Background: an optimization exercise with open tools, aiming at small area and a short achievable clock period. Do not read the settings as production practice. Function was checked by simulation only, so behaviour that the tests miss may differ from the original. No activity file was given, so power comes from the tool's default toggle rates.

## matvec_alu_top
module matvec_alu_top (
    input  logic        clk,
    input  logic        rst,
    input  logic        in_valid,
    input  logic [31:0] mat_word,
    input  logic [31:0] vec_word,
    input  logic [2:0]  pattern,
    output logic        out_valid,
    output logic [25:0] res_0,
    output logic [25:0] res_1,
    output logic [25:0] res_2,
    output logic [25:0] res_3
);
    logic        v1, v2;
    logic [2:0]  b1;
    always_ff @(posedge clk or negedge rst) begin
        if (!rst) begin
            v1        <= 1'b0;
            v2        <= 1'b0;
            out_valid <= 1'b0;
        end else begin
            v1        <= in_valid;
            v2        <= v1;
            out_valid <= v2;
        end
    end
    logic [31:0] m1;
    logic [3:0]  e_one [4], e_two [4], e_neg [4];
    logic [3:0]  one1 [4], two1 [4], neg1 [4];
    for (genvar gi = 0; gi < 4; gi++) begin : g_enc
        booth_enc u_enc (.x(vec_word[31-8*gi -: 8]), .one(e_one[gi]), .two(e_two[gi]), .neg(e_neg[gi]));
    end
    always_ff @(posedge clk) begin
        m1 <= mat_word;
        for (int i = 0; i < 4; i++) begin
            one1[i] <= e_one[i];
            two1[i] <= e_two[i];
            neg1[i] <= e_neg[i];
        end
        b1 <= pattern;
    end
    logic [15:0] q [4];
    logic [15:0] p [4];
    for (genvar gi = 0; gi < 4; gi++) begin : g_mul
        mul8s u_mul (.a(m1[31-8*gi -: 8]), .one(one1[gi]), .two(two1[gi]), .neg(neg1[gi]), .p(q[gi]));
    end
    always_ff @(posedge clk) begin
        for (int i = 0; i < 4; i++) begin
            p[i] <= q[i];
        end
    end
    logic [1:0]  seg1, seg2, seg3;
    logic [2:0]  f0, f1;
    logic [1:0]  f2;
    logic        f3;
    logic [2:0]  e0;
    logic [2:0]  e1;
    logic [1:0]  e2;
    logic        e3;
    logic [17:0] s0;
    logic [16:0] s1, s2;
    logic [17:0] r0;
    logic [16:0] r1, r2;
    logic [15:0] r3;
    assign seg1 = {1'b0, b1[0]};
    assign seg2 = seg1 + b1[1];
    assign seg3 = seg2 + b1[2];
    assign f0 = {seg3 == 2'd0, seg2 == 2'd0, seg1 == 2'd0};
  ...
Size: ~1800 cells after synthesis, roughly 230 flip-flops.
clock: 5.2 ns
lec_check: 0
cap_margin: 20
core_margin: 2
core_utilization: 40
slew_margin: 20
run.sh (not shown) runs the stock make flow with config.mk's settings and CLKGATE_MAP_FILE= SYNTH_SCRIPT=/design/flow/synth_recipe.tcl, a recipe that flattens the netlist after the stock synthesis.
Change:
==> flow/flow/run.sh (new file) <==
#!/bin/bash
# standard layout, with plain buf_1 cells as the port buffers
set -euo pipefail
export BUFFER_PORTS_ARGS="-buffer_cell sky130_fd_sc_hd__buf_1"
bash standard.sh > standard.log 2>&1
==> flow/standard.sh (new file) <==
#!/bin/bash
# synth_recipe.tcl (not shown) runs the flow's synth.tcl, then flattens the netlist and writes it again
# the make line also repeats each setting of config.mk as NAME=value (left out here)
make -C /OpenROAD-flow-scripts/flow DESIGN_CONFIG=/design/flow/config.mk WORK_HOME=/design/flow/orfs CLKGATE_MAP_FILE= SYNTH_SCRIPT=/design/flow/synth_recipe.tcl "${@:-finish}"
CTS_BUF_LIST = sky130_fd_sc_hd__clkbuf_4   (was unset)
SETUP_SLACK_MARGIN = 1.6   (was unset)
removed: flow/run.sh
=>
- The changed run ran to the end with no violations
- clock skew goes up by 70 ps
- total power goes down by 1.9%
- cell area goes down by 4.1%
- via count goes up by 3.1%
- register-to-register slack improved by 380 ps
- synthesized area does not change

matvec_alu_top again, from the RTL that the note above started with.
Design matvec_alu_top, start of the top module:
module matvec_alu_top (
    input  logic        clk,
    input  logic        rst,
    input  logic        in_valid,
    input  logic [31:0] mat_word,
    input  logic [31:0] vec_word,
    input  logic [2:0]  pattern,
    output logic        out_valid,
    output logic [25:0] res_0,
    output logic [25:0] res_1,
    output logic [25:0] res_2,
    output logic [25:0] res_3
);
==> flow/config.mk <==
export PLATFORM = sky130hd
export DESIGN_NAME = matvec_alu_top
export DESIGN_NICKNAME = matvec_alu_top
export VERILOG_FILES = /design/flow/design.v
export SDC_FILE = /design/flow/constraint.sdc
export NUM_CORES = 4
export LEC_CHECK = 0
export CAP_MARGIN = 20
export CORE_MARGIN = 2
export CORE_UTILIZATION = 40
export SETUP_SLACK_MARGIN = 2.0
export SLEW_MARGIN = 20
==> flow/constraint.sdc <==
create_clock -name core_clock -period 5.2 [get_ports {clk}]
set_input_delay 1.0400 -clock core_clock [delete_from_list [all_inputs] [get_ports {clk}]]
set_output_delay 1.0400 -clock core_clock [all_outputs]
set_load 0.01 [all_outputs]
standard.sh (not shown) runs the stock make flow with config.mk's settings and CLKGATE_MAP_FILE= SYNTH_SCRIPT=/design/flow/synth_recipe.tcl, a recipe that flattens the netlist after the stock synthesis.
==> flow/flow/run.sh <==
#!/bin/bash
# standard layout, with plain buf_1 cells as the port buffers
set -euo pipefail
export BUFFER_PORTS_ARGS="-buffer_cell sky130_fd_sc_hd__buf_1"
bash standard.sh > standard.log 2>&1
Change:
==> flow/run.sh (new file) <==
#!/bin/bash
# synth_recipe.tcl (not shown) runs the flow's synth.tcl, then flattens the netlist and writes it again
# the make line also repeats each setting of config.mk as NAME=value (left out here)
make -C /OpenROAD-flow-scripts/flow DESIGN_CONFIG=/design/flow/config.mk WORK_HOME=/design/flow/orfs CLKGATE_MAP_FILE= SYNTH_SCRIPT=/design/flow/synth_recipe.tcl finish
Settings changed: ABC_AREA set to 1, SETUP_SLACK_MARGIN 2.0 to 1.0.
removed: flow/flow/run.sh
removed: flow/standard.sh
Result: Global-route usage went up by 2.4 points; wire length climbs by about 20%; utilization decreases by 1.1 points.
Change:
==> flow/flow/run.sh (new file) <==
#!/bin/bash
# standard layout, with plain buf_1 cells as the port buffers
set -euo pipefail
export BUFFER_PORTS_ARGS="-buffer_cell sky130_fd_sc_hd__buf_1"
bash standard.sh > standard.log 2>&1
==> flow/standard.sh (new file) <==
#!/bin/bash
# synth_recipe.tcl (not shown) runs the flow's synth.tcl, then flattens the netlist and writes it again
# the make line also repeats each setting of config.mk as NAME=value (left out here)
make -C /OpenROAD-flow-scripts/flow DESIGN_CONFIG=/design/flow/config.mk WORK_HOME=/design/flow/orfs CLKGATE_MAP_FILE= SYNTH_SCRIPT=/design/flow/synth_recipe.tcl "${@:-finish}"
Settings changed: ABC_AREA 1 to not set, SETUP_SLACK_MARGIN 1.0 to 1.6.
removed: flow/run.sh
Outcome: Total power is lower by 1.5%. Via count drops by 19%. Non-clock buffer count went up by 11. Synthesized area went down by 7.2%. Routed wire length fell by 20%. Core utilization decreases by 1.6 points.
Change:
==> flow/run.sh (new file) <==
#!/bin/bash
# synth_recipe.tcl (not shown) runs the flow's synth.tcl, then flattens the netlist and writes it again
# the make line also repeats each setting of config.mk as NAME=value (left out here)
make -C /OpenROAD-flow-scripts/flow DESIGN_CONFIG=/design/flow/config.mk WORK_HOME=/design/flow/orfs CLKGATE_MAP_FILE= SYNTH_SCRIPT=/design/flow/synth_recipe.tcl finish
Settings changed: SETUP_SLACK_MARGIN 1.6 to 2.2.
removed: flow/flow/run.sh
removed: flow/standard.sh
Power came out higher by about 18%; worst setup slack improved by 110 ps; wire length came out higher by 5.9%; design area came out higher by about 15%; global-route usage came out higher by 1.2 points; synthesized cell count does not change; worst hold slack improved by 89 ps; via count came out higher by about 4.5%; sequential power stays flat.

matvec_alu_top, a different RTL version from the one above (not shown whole).
Size: about 1600 cells after synthesis, about 16000 um^2 of cells after synthesis.
## matvec_alu_top
module matvec_alu_top (
    input  logic        clk,
    input  logic        rst,
    input  logic        in_valid,
    input  logic [31:0] mat_word,
    input  logic [31:0] vec_word,
    input  logic [2:0]  pattern,
    output logic        out_valid,
    output logic [25:0] res_0,
    output logic [25:0] res_1,
    output logic [25:0] res_2,
    output logic [25:0] res_3
);
clock: 5.2 ns
lec_check: 0
cap_margin: 20
core_margin: 2
core_utilization: 40
setup_slack_margin: 1.3
slew_margin: 20
synth_hierarchical: 1
==> flow/flow/run.sh <==
#!/bin/bash
# standard layout, with plain buf_1 cells as the port buffers
set -euo pipefail
export BUFFER_PORTS_ARGS="-buffer_cell sky130_fd_sc_hd__buf_1"
bash standard.sh > standard.log 2>&1
The first run completed without violations.
==> next run, changes <==
- CTS_BUF_LIST: not set -> sky130_fd_sc_hd__clkbuf_4
- CTS_CLUSTER_SIZE: not set -> 30
- SETUP_SLACK_MARGIN: 1.3 -> 2.0
Die area stays the same.
Final area rose by 4.7%.
First-iteration DRC count fell by 25%.
Sequential cell count is unchanged.
==> next run, changes <==
- CTS_BUF_LIST: sky130_fd_sc_hd__clkbuf_4 -> not set
- CTS_CLUSTER_SIZE: 30 -> not set
- SETUP_SLACK_MARGIN: 2.0 -> 1.9
After rerunning:
- wire length came out lower by 2.8%
- global-route usage drops by 0.65 points
- core utilization fell by 0.71 points
- die area does not change
- critical path depth stays the same
- register-to-register slack loses 40 ps

matvec_alu_top, a different RTL version from the one above (not shown whole).
Size: ~1600 cells after synthesis, about 180 I/O pins, roughly 16000 um2 of cells after synthesis.
==> flow/config.mk <==
export PLATFORM = sky130hd
export DESIGN_NAME = matvec_alu_top
export DESIGN_NICKNAME = matvec_alu_top
export VERILOG_FILES = /design/flow/design.v
export SDC_FILE = /design/flow/constraint.sdc
export NUM_CORES = 4
export LEC_CHECK = 0
export CAP_MARGIN = 20
export CORE_MARGIN = 2
export CORE_UTILIZATION = 40
export CTS_CLUSTER_DIAMETER = 100
export CTS_CLUSTER_SIZE = 30
export SETUP_SLACK_MARGIN = 1.9
export SLEW_MARGIN = 20
export SYNTH_HIERARCHICAL = 1
==> flow/constraint.sdc <==
create_clock -name core_clock -period 5.2 [get_ports {clk}]
set_input_delay 1.0400 -clock core_clock [delete_from_list [all_inputs] [get_ports {clk}]]
set_output_delay 1.0400 -clock core_clock [all_outputs]
set_load 0.01 [all_outputs]
Scripts as last shown in full above: flow/flow/run.sh
The starting point went through all stages and came out clean.
Rerun with:
CTS_CLUSTER_DIAMETER = 120   (was 100)
CTS_CLUSTER_SIZE = 24   (was 30)
SETUP_SLACK_MARGIN = 2.0   (was 1.9)
Effect: The new run ran to the end with no violations. Combinational power goes up by 3.3%. Area after synthesis does not change. Die area does not change.
Rerun with:
CORE_UTILIZATION = 60   (was 40)
CTS_CLUSTER_DIAMETER = unset   (was 120)
CTS_CLUSTER_SIZE = unset   (was 24)
SETUP_SLACK_MARGIN = 1.9   (was 2.0)
=>
- final area increases by 0.68%
- maximum frequency decreases by 0.72%
- power increases by 3.9%
- wire length decreases by 6.6%
- combinational power decreases by 3.9%
Rerun with:
CORE_UTILIZATION = 40   (was 60)
CTS_CLUSTER_SIZE = 30   (was unset)
=>
- The new run went through all stages and came out clean
- utilization goes down by 21 points
- wire length rises by about 7%
- clock-buffer cell count does not change
- clock power came out lower by about 5%
- cell area goes up by 0.87%
- global-route usage fell by 7.1 points
- fmax stays flat
- flip-flop and latch count is unchanged
- critical path depth does not change

Setup of build 43:
matvec_alu_top again, from the RTL that the note above started with.
==> flow/design.v (excerpt) <==
module matvec_alu_top (
    input  logic        clk,
    input  logic        rst,
    input  logic        in_valid,
    input  logic [31:0] mat_word,
    input  logic [31:0] vec_word,
    input  logic [2:0]  pattern,
    output logic        out_valid,
    output logic [25:0] res_0,
    output logic [25:0] res_1,
    output logic [25:0] res_2,
    output logic [25:0] res_3
);
export LEC_CHECK = 0
export CAP_MARGIN = 20
export CORE_MARGIN = 2
export CORE_UTILIZATION = 40
export CTS_CLUSTER_DIAMETER = 120
export CTS_CLUSTER_SIZE = 24
export SETUP_SLACK_MARGIN = 1.9
export SLEW_MARGIN = 20
export SYNTH_HIERARCHICAL = 1
create_clock -name core_clock -period 5.2 [get_ports {clk}]
Scripts as last shown in full above: flow/flow/run.sh
## Diff of input files: build 79 against build 43
Settings: ABC_AREA newly set to 1.
Findings:
- Build 79 vs. build 43: final clock skew went up by 0.016 ns.
- Going from build 43 to build 79, number of gates resized after CTS shrank by 60; endpoint required time on the critical path grew by 0.03 ns; switching part of the total grew by 4.0 points; number of non-clock inverters grew by 249; power dissipated by switching net loads held steady.
- Total iterations of the first detailed-routing run ended up 1 higher on build 79 than on build 43.
- The critical path depth number comes out lower for build 43 vs build 79.
- Total global routing track utilization in build 79 is 2.3 points higher than in build 43
Changes in build 33 relative to build 79:
Settings: swapping 1.9 for 1.75 in SETUP_SLACK_MARGIN; clearing ABC_AREA, which used to be 1.
==> comparison <==
Clock network fraction of total power sits lower in build 33 than in build 79.
Critical path endpoint: p[2][13]$_DFF_P_ -> build 33, p[1][14]$_DFF_P_ -> build 79
Number of buffers created by CTS (build 33 over build 79): decrease, 1
Total power, build 33 and build 79: larger value in build 33
Of build 33 and build 79, the higher final critical-path setup slack belongs to build 79.
Run comparison: build 79 critical path launch point m1[22]$_DFF_P_; build 33 critical path launch point one1[2][0]$_DFF_P_
When build 33 is measured against build 79, its stage delay of the slowest cell on the critical path turns out 0.05 ns lower.
Relative to build 79, area overhead of the layout relative to synthesis has increased by 1.3 points in build 33.
Taking build 79 as the reference point, the total track usage of build 33 falls by 2.3 points.
Changes observed in build 33 relative to build 79: routing usage on met2 decreased by 2.6 points relative to the old numbers, minimum period implied by the final worst setup slack increased by 0.24 ns relative to the old numbers.
Static leakage in build 33 vs build 79: down 35%
### build 33 -> build 49
Settings: changing SETUP_SLACK_MARGIN from 1.75 to 1.9; changing CTS_CLUSTER_SIZE from 24 to 20; changing CTS_CLUSTER_DIAMETER from 120 to 200.
==> summary.txt <==
Post-route non-filler standard cell count of build 33 is on par with build 49. Total power of build 49 is higher than that of build 33. Of build 49 and build 33, the lower maximum fanout encountered on the critical timing path belongs to build 49. Design area delta for build 49 relative to build 33: 1.4% higher. Lower first-pass iteration count of the detailed router was reported by build 33, not build 49. For build 49, the capture point of the critical path was p[3][13]$_DFF_P_, unlike build 33, where it was p[2][13]$_DFF_P_. Of the two candidates, build 33 has the worse post-route minimum period and build 49 the better one.

matvec_alu_top with an RTL version that a note above also has.
Size in the first run: ~1600 cells after synthesis.
==> flow/design.v (excerpt) <==
module matvec_alu_top (
    input  logic        clk,
    input  logic        rst,
    input  logic        in_valid,
    input  logic [31:0] mat_word,
    input  logic [31:0] vec_word,
    input  logic [2:0]  pattern,
    output logic        out_valid,
    output logic [25:0] res_0,
    output logic [25:0] res_1,
    output logic [25:0] res_2,
    output logic [25:0] res_3
);
Settings: LEC_CHECK=0, CAP_MARGIN=20, CORE_MARGIN=2, CORE_UTILIZATION=50, PLACE_DENSITY=0.8, SETUP_SLACK_MARGIN=1.6, SLEW_MARGIN=20, SYNTH_HIERARCHICAL=1; clock period 5.2 ns.
Scripts as last shown in full above: flow/flow/run.sh
Then changed:
CORE_UTILIZATION = 40   (was 50)
CTS_BUF_LIST = sky130_fd_sc_hd__clkbuf_4   (was unset)
CTS_CLUSTER_SIZE = 30   (was unset)
PLACE_DENSITY = unset   (was 0.8)
Outcome: Area after synthesis does not change. Worst hold slack degrades by 190 ps. Combinational power is lower by about 1%. Clock skew is higher by 5.6 ps. Global-route usage is lower by 3.2 points. Critical path depth is higher by 1. Final area is higher by 0.40%.
Then changed:
SETUP_SLACK_MARGIN = 1.8   (was 1.6)
Sequential power barely changes.
Wire length hardly moves.
Final area came out higher by 1.5%.
Global-route usage stays flat.
Clock power barely changes.
Count of clock-buffer cells in the layout is unchanged.
Power came out higher by 1.2%.
Flip-flop and latch count stays the same.
Then changed:
CTS_BUF_LIST = unset   (was sky130_fd_sc_hd__clkbuf_4)
CTS_CLUSTER_SIZE = unset   (was 30)
SETUP_SLACK_MARGIN = 2.2   (was 1.8)
Count of clock-buffer cells in the layout decreases by 49.
Synthesized area does not change.
Final area climbs by 7.8%.
Die area does not change.
Setup slack improved by 65 ps.
Sequential cell count does not change.
Synthesized cell count does not change.

RTL: one of the versions met above, not the one the previous note started from.
Size: about 1800 cells after synthesis, ~180 I/O pins.
export LEC_CHECK = 0
export CAP_MARGIN = 20
export CORE_MARGIN = 2
export CORE_UTILIZATION = 40
export SETUP_SLACK_MARGIN = 1.6
export SLEW_MARGIN = 20
create_clock -name core_clock -period 5.2 [get_ports {clk}]
run.sh (not shown) runs the stock make flow with config.mk's settings and CLKGATE_MAP_FILE= SYNTH_SCRIPT=/design/flow/synth_recipe.tcl, a recipe that flattens the netlist after the stock synthesis.
Stock flow here: none of the scripts above is used.
The first run ran to the end with no violations.
Edit:
==> flow/flow/run.sh (new file) <==
#!/bin/bash
# standard layout, with plain buf_1 cells as the port buffers
set -euo pipefail
export BUFFER_PORTS_ARGS="-buffer_cell sky130_fd_sc_hd__buf_1"
bash standard.sh > standard.log 2>&1
==> flow/standard.sh (new file) <==
#!/bin/bash
# synth_recipe.tcl (not shown) runs the flow's synth.tcl, then flattens the netlist and writes it again
# the make line also repeats each setting of config.mk as NAME=value (left out here)
make -C /OpenROAD-flow-scripts/flow DESIGN_CONFIG=/design/flow/config.mk WORK_HOME=/design/flow/orfs CLKGATE_MAP_FILE= SYNTH_SCRIPT=/design/flow/synth_recipe.tcl "${@:-finish}"
Settings changed: CORE_UTILIZATION 40 to 60.
removed: flow/run.sh
=> Setup slack is better by 13 ps; routed wire length shrinks by 6.1%; clock power climbs by about 2%; die area decreases by 33%; final cell count went down by 7.9%; final area shrinks by 6.7%.

## afterwards: timing with drivers on the ports
How much do the figures lean on ideal ports? The routed layouts below were timed once more, with nothing changed but the port constraints. Step 1, drivers: a clkbuf_16 drives clk and a buf_2 each remaining input, both assumed. Step 2 moves the port delays by t, midway between the first and last clock arrival at a register: inputs arrive t later, outputs are due t later. That takes back most of the time a late clock gives input paths. a / b / c = no drivers / after step 1 / after step 2; a / b = the first two.
run	t, ns	setup WS [ns]	worst hold slack (ns)	slew at the worst register clock pin (ns)
the first run of note 1	0.601	1.349 / 1.349 / 1.349	0.351 / 0.351 / 0.351	0.07 / 0.07
the second run of note 1	0.834	1.732 / 1.732 / 1.732	0.305 / 0.282 / 0.348	0.08 / 0.08
the first run of note 2	0.602	1.739 / 1.739 / 1.739	0.294 / 0.269 / 0.358	0.06 / 0.06
the second run of note 2	0.607	1.766 / 1.766 / 1.766	0.344 / 0.344 / 0.344	0.06 / 0.06
the third run of note 2	0.607	1.732 / 1.732 / 1.732	0.267 / 0.240 / 0.347	0.06 / 0.06
the fourth run of note 2	0.604	1.841 / 1.841 / 1.841	0.356 / 0.356 / 0.356	0.07 / 0.07
the first run of note 3	0.593	1.540 / 1.540 / 1.540	0.290 / 0.260 / 0.347	0.06 / 0.06
the second run of note 3	0.814	1.861 / 1.861 / 1.861	0.352 / 0.324 / 0.354	0.08 / 0.08
the third run of note 3	0.603	1.819 / 1.819 / 1.819	0.273 / 0.243 / 0.353	0.06 / 0.06
the first run of note 4	0.540	1.981 / 1.981 / 1.981	0.338 / 0.312 / 0.354	0.11 / 0.11
the second run of note 4	0.540	2.012 / 2.012 / 2.012	0.329 / 0.303 / 0.343	0.10 / 0.10
the third run of note 4	0.585	1.989 / 1.989 / 1.989	0.294 / 0.269 / 0.359	0.06 / 0.06
the fourth run of note 4	0.593	1.981 / 1.955 / 1.981	0.288 / 0.261 / 0.347	0.06 / 0.06
build 43	0.540	2.005 / 2.005 / 2.005	0.330 / 0.304 / 0.344	0.10 / 0.10
build 79	0.566	2.138 / 2.138 / 2.138	0.304 / 0.275 / 0.323	0.10 / 0.10
build 33	0.543	1.900 / 1.900 / 1.900	0.328 / 0.301 / 0.345	0.10 / 0.10
build 49	0.541	1.994 / 1.994 / 1.994	0.329 / 0.298 / 0.352	0.09 / 0.09
the first run of note 6	0.597	1.696 / 1.696 / 1.696	0.293 / 0.261 / 0.349	0.06 / 0.06
the second run of note 6	0.772	1.724 / 1.695 / 1.724	0.106 / 0.079 / 0.343	0.08 / 0.08
the third run of note 6	0.768	1.780 / 1.780 / 1.780	0.110 / 0.082 / 0.337	0.07 / 0.07
the fourth run of note 6	0.605	1.844 / 1.844 / 1.844	0.280 / 0.251 / 0.352	0.06 / 0.06
the first run of note 7	0.599	1.688 / 1.688 / 1.688	0.348 / 0.348 / 0.348	0.06 / 0.06
the second run of note 7	0.591	1.701 / 1.701 / 1.701	0.290 / 0.268 / 0.362	0.07 / 0.07
After both steps every run listed still meets setup and hold.
